This is an optimization exercise on Yosys and OpenROAD, whose aim is small area, a short achievable clock period and few clock cycles per item, not a production implementation.

## sm4Core
module sm4Core (
  input  wire logic                             clk,
  input  wire logic                             rst_n,
  input  wire logic                             start,
  input  wire logic                             decrypt,
  input  wire logic [sm4CorePkg::BLOCK_W-1:0]   key,
  input  wire logic [sm4CorePkg::BLOCK_W-1:0]   textIn,
  output logic [sm4CorePkg::BLOCK_W-1:0]        textOut,
  output logic                                  done
);
Size: about 7300 cells after synthesis, about 460 flip-flops, ~390 I/O pins, about 44000 µm² of cells after synthesis.
export LEC_CHECK = 0
export CAP_MARGIN = 20
export CORE_MARGIN = 2
export CORE_UTILIZATION = 60
export SETUP_SLACK_MARGIN = 5
export SLEW_MARGIN = 20
export TNS_END_PERCENT = 0
create_clock -name core_clock -period 11.0 [get_ports {clk}]
standard.sh (not shown) runs the stock make flow with config.mk's settings and CLKGATE_MAP_FILE= SYNTH_SCRIPT=/design/flow/synth_recipe.tcl, a recipe that flattens the netlist after the stock synthesis.
==> flow/flow/run.sh <==
#!/bin/bash
# Own layout flow: the standard flow (standard.sh), with
#  - synthesis as standard.sh does it, except for the ABC mapping script
#    (flow/abc.script) used for the logic between the registers;
#  - the ORFS knobs in flow/knobs.txt added to the layout's make call.
# Registers, their names and cells are the standard synthesis's: the
# flip-flops are mapped before ABC runs and ABC does not touch them.
# Each tool's full output goes to a log file of its own in this folder.
set -euo pipefail
here=$(pwd)
fdir=$here/flow

# synthesis script: synth_recipe.tcl with ORFS's synth.tcl swapped for a copy
# whose abc call uses flow/abc.script.
sed "s#^  log_cmd abc {\*}\$abc_args#  set abc_args [lreplace \$abc_args 1 1 $fdir/abc.script]\n  log_cmd abc {*}\$abc_args#" \
  "$FLOW_HOME/scripts/synth.tcl" > "$here/own_synth.tcl"
grep -q "abc.script" "$here/own_synth.tcl"
sed "s#\$::env(SCRIPTS_DIR)/synth.tcl#$here/own_synth.tcl#" "$here/synth_recipe.tcl" > "$here/own_synth_recipe.tcl"
grep -q "own_synth.tcl" "$here/own_synth_recipe.tcl"

knobs=()
if [[ -f $fdir/knobs.txt ]]; then
  while IFS= read -r line; do
    [[ -n "$line" && "$line" != \#* ]] && knobs+=("$line")
  done < "$fdir/knobs.txt"
fi

bash standard.sh "SYNTH_SCRIPT=$here/own_synth_recipe.tcl" synth > "$here/synth.log" 2>&1
bash standard.sh "SYNTH_SCRIPT=$here/own_synth_recipe.tcl" "${knobs[@]}" finish > "$here/layout.log" 2>&1
test -f "$here/out/final.def"
==> flow/flow/abc.script <==
strash
dch
map -B 0.9
topo
stime -c
buffer -c
upsize -c
dnsize -c
==> flow/flow/knobs.txt <==
BUFFER_PORTS_ARGS=-buffer_cell sky130_fd_sc_hd__buf_1
SETUP_SLACK_MARGIN=5.5
Edit:
--- a/flow/design.v
+++ b/flow/design.v
@@ -36,34 +36,34 @@
     endcase
   endfunction
   function automatic logic [7:0] sbox(input logic [7:0] x);
     logic [7:0] t;
     logic [7:0] v;
     logic [3:0] ah, al, d, di;
-    t[0] = x[0] ^ x[3] ^ 1'b1;
-    t[1] = x[1] ^ x[2] ^ x[3] ^ x[4] ^ x[5] ^ x[6] ^ x[7];
-    t[2] = x[0] ^ x[1] ^ x[2] ^ x[4] ^ x[5] ^ x[6] ^ 1'b1;
-    t[3] = x[0] ^ x[1] ^ x[2] ^ x[5] ^ 1'b1;
-    t[4] = x[2] ^ x[3] ^ x[5] ^ x[7];
-    t[5] = x[2] ^ x[6] ^ x[7];
+    t[0] = x[0] ^ 1'b1;
+    t[1] = x[1] ^ x[5] ^ 1'b1;
+    t[2] = x[0] ^ x[1] ^ x[2] ^ x[3] ^ x[4] ^ 1'b1;
+    t[3] = x[0] ^ x[1] ^ x[3] ^ x[7] ^ 1'b1;
+    t[4] = x[3] ^ x[5] ^ 1'b1;
+    t[5] = x[0] ^ x[1] ^ x[3] ^ x[4] ^ x[5] ^ x[7] ^ 1'b1;
     t[6] = x[2] ^ x[7] ^ 1'b1;
     t[7] = x[0] ^ x[1] ^ x[2] ^ x[3] ^ x[4] ^ x[5] ^ x[6] ^ 1'b1;
     ah = t[7:4];
     al = t[3:0];
     d  = gf16Mul(ah, ah, 2'd3) ;
-    d  = gf16Mul(d, 4'd10, 2'd3) ^ gf16Mul(ah, al, 2'd3) ^ gf16Mul(al, al, 2'd3);
+    d  = gf16Mul(d, 4'd13, 2'd3) ^ gf16Mul(ah, al, 2'd3) ^ gf16Mul(al, al, 2'd3);
     di = gf16Inv3(d);
     v  = {gf16Mul(ah, di, 2'd3), gf16Mul(ah ^ al, di, 2'd3)};
-    sbox[0] = v[0] ^ v[3] ^ v[7] ^ 1'b1;
-    sbox[1] = v[0] ^ v[2] ^ v[3] ^ v[6] ^ v[7] ^ 1'b1;
-    sbox[2] = v[1] ^ v[5] ^ v[7];
-    sbox[3] = v[0] ^ v[2] ^ v[3] ^ v[4] ^ v[7];
-    sbox[4] = v[1] ^ v[2] ^ v[3] ^ v[5] ^ v[7] ^ 1'b1;
-    sbox[5] = v[1] ^ v[2] ^ v[3] ^ v[6];
-    sbox[6] = v[0] ^ v[1] ^ v[3] ^ v[6] ^ 1'b1;
-    sbox[7] = v[0] ^ v[1] ^ v[2] ^ v[4] ^ v[6] ^ 1'b1;
+    sbox[0] = v[0] ^ v[2] ^ v[3] ^ v[5] ^ v[7] ^ 1'b1;
+    sbox[1] = v[0] ^ v[3] ^ v[4] ^ 1'b1;
+    sbox[2] = v[1] ^ v[3] ^ v[4] ^ v[5] ^ v[7];
+    sbox[3] = v[0] ^ v[3];
+    sbox[4] = v[1] ^ v[2] ^ v[4] ^ 1'b1;
+    sbox[5] = v[1] ^ v[2] ^ v[4] ^ v[5] ^ v[6];
+    sbox[6] = v[0] ^ v[1] ^ v[2] ^ v[4] ^ v[5] ^ v[6] ^ v[7] ^ 1'b1;
+    sbox[7] = v[0] ^ v[1] ^ v[3] ^ 1'b1;
   endfunction
   function automatic logic [31:0] ck(input logic [4:0] i);
     case (i)
       5'd0: ck = 32'h00070e15;
       5'd1: ck = 32'h1c232a31;
       5'd2: ck = 32'h383f464d;
Outcome: Non-clock buffer count decreases by 7. Via count decreases by a few percent. Global-route usage increases by 0.93 points. Critical path depth increases by 3. Die area decreases by a few percent. Routed wire length decreases by a few percent. Core utilization decreases by 0.63 points. Synthesized cell count decreases by a few percent. First-iteration DRC count decreases by a few percent. Setup slack improved by 0.23 ns. Cell area decreases by a few percent.
Function was not checked in any run of this note: the RTL went through the layout flow alone.

[static timing again, ports no longer ideal]
The results above use ideal ports. As a check the final layouts listed here were re-extracted and re-timed, cells and wires unchanged. Step 1 (the two cells are an assumption about what drives the block):
set clk [get_ports {clk}]
set_driving_cell -lib_cell sky130_fd_sc_hd__clkbuf_16 $clk
set_driving_cell -lib_cell sky130_fd_sc_hd__buf_2 [delete_from_list [all_inputs] $clk]
Step 2 times the ports against the registers' clock, not the clock port: input delays grow and output delays shrink by t, the midpoint of the rising clock arrivals with the driver on. a / b / c = no drivers / after step 1 / after step 2; a / b = the first two.
run | shift t [ns] | setup WS [ns] | worst data-port slew with drivers (ns) | pins driven straight from the clock port
the first run | 0.675 | 5.288 / 5.237 / 4.562 | 0.12 | 1
the second run | 0.679 | 5.515 / 5.526 / 4.847 | 0.10 | 1
After both steps setup and hold are still met in every run listed. The setup slack of the first run, which loses most, moves by -0.051 ns with the drivers and by -0.726 ns with both steps.
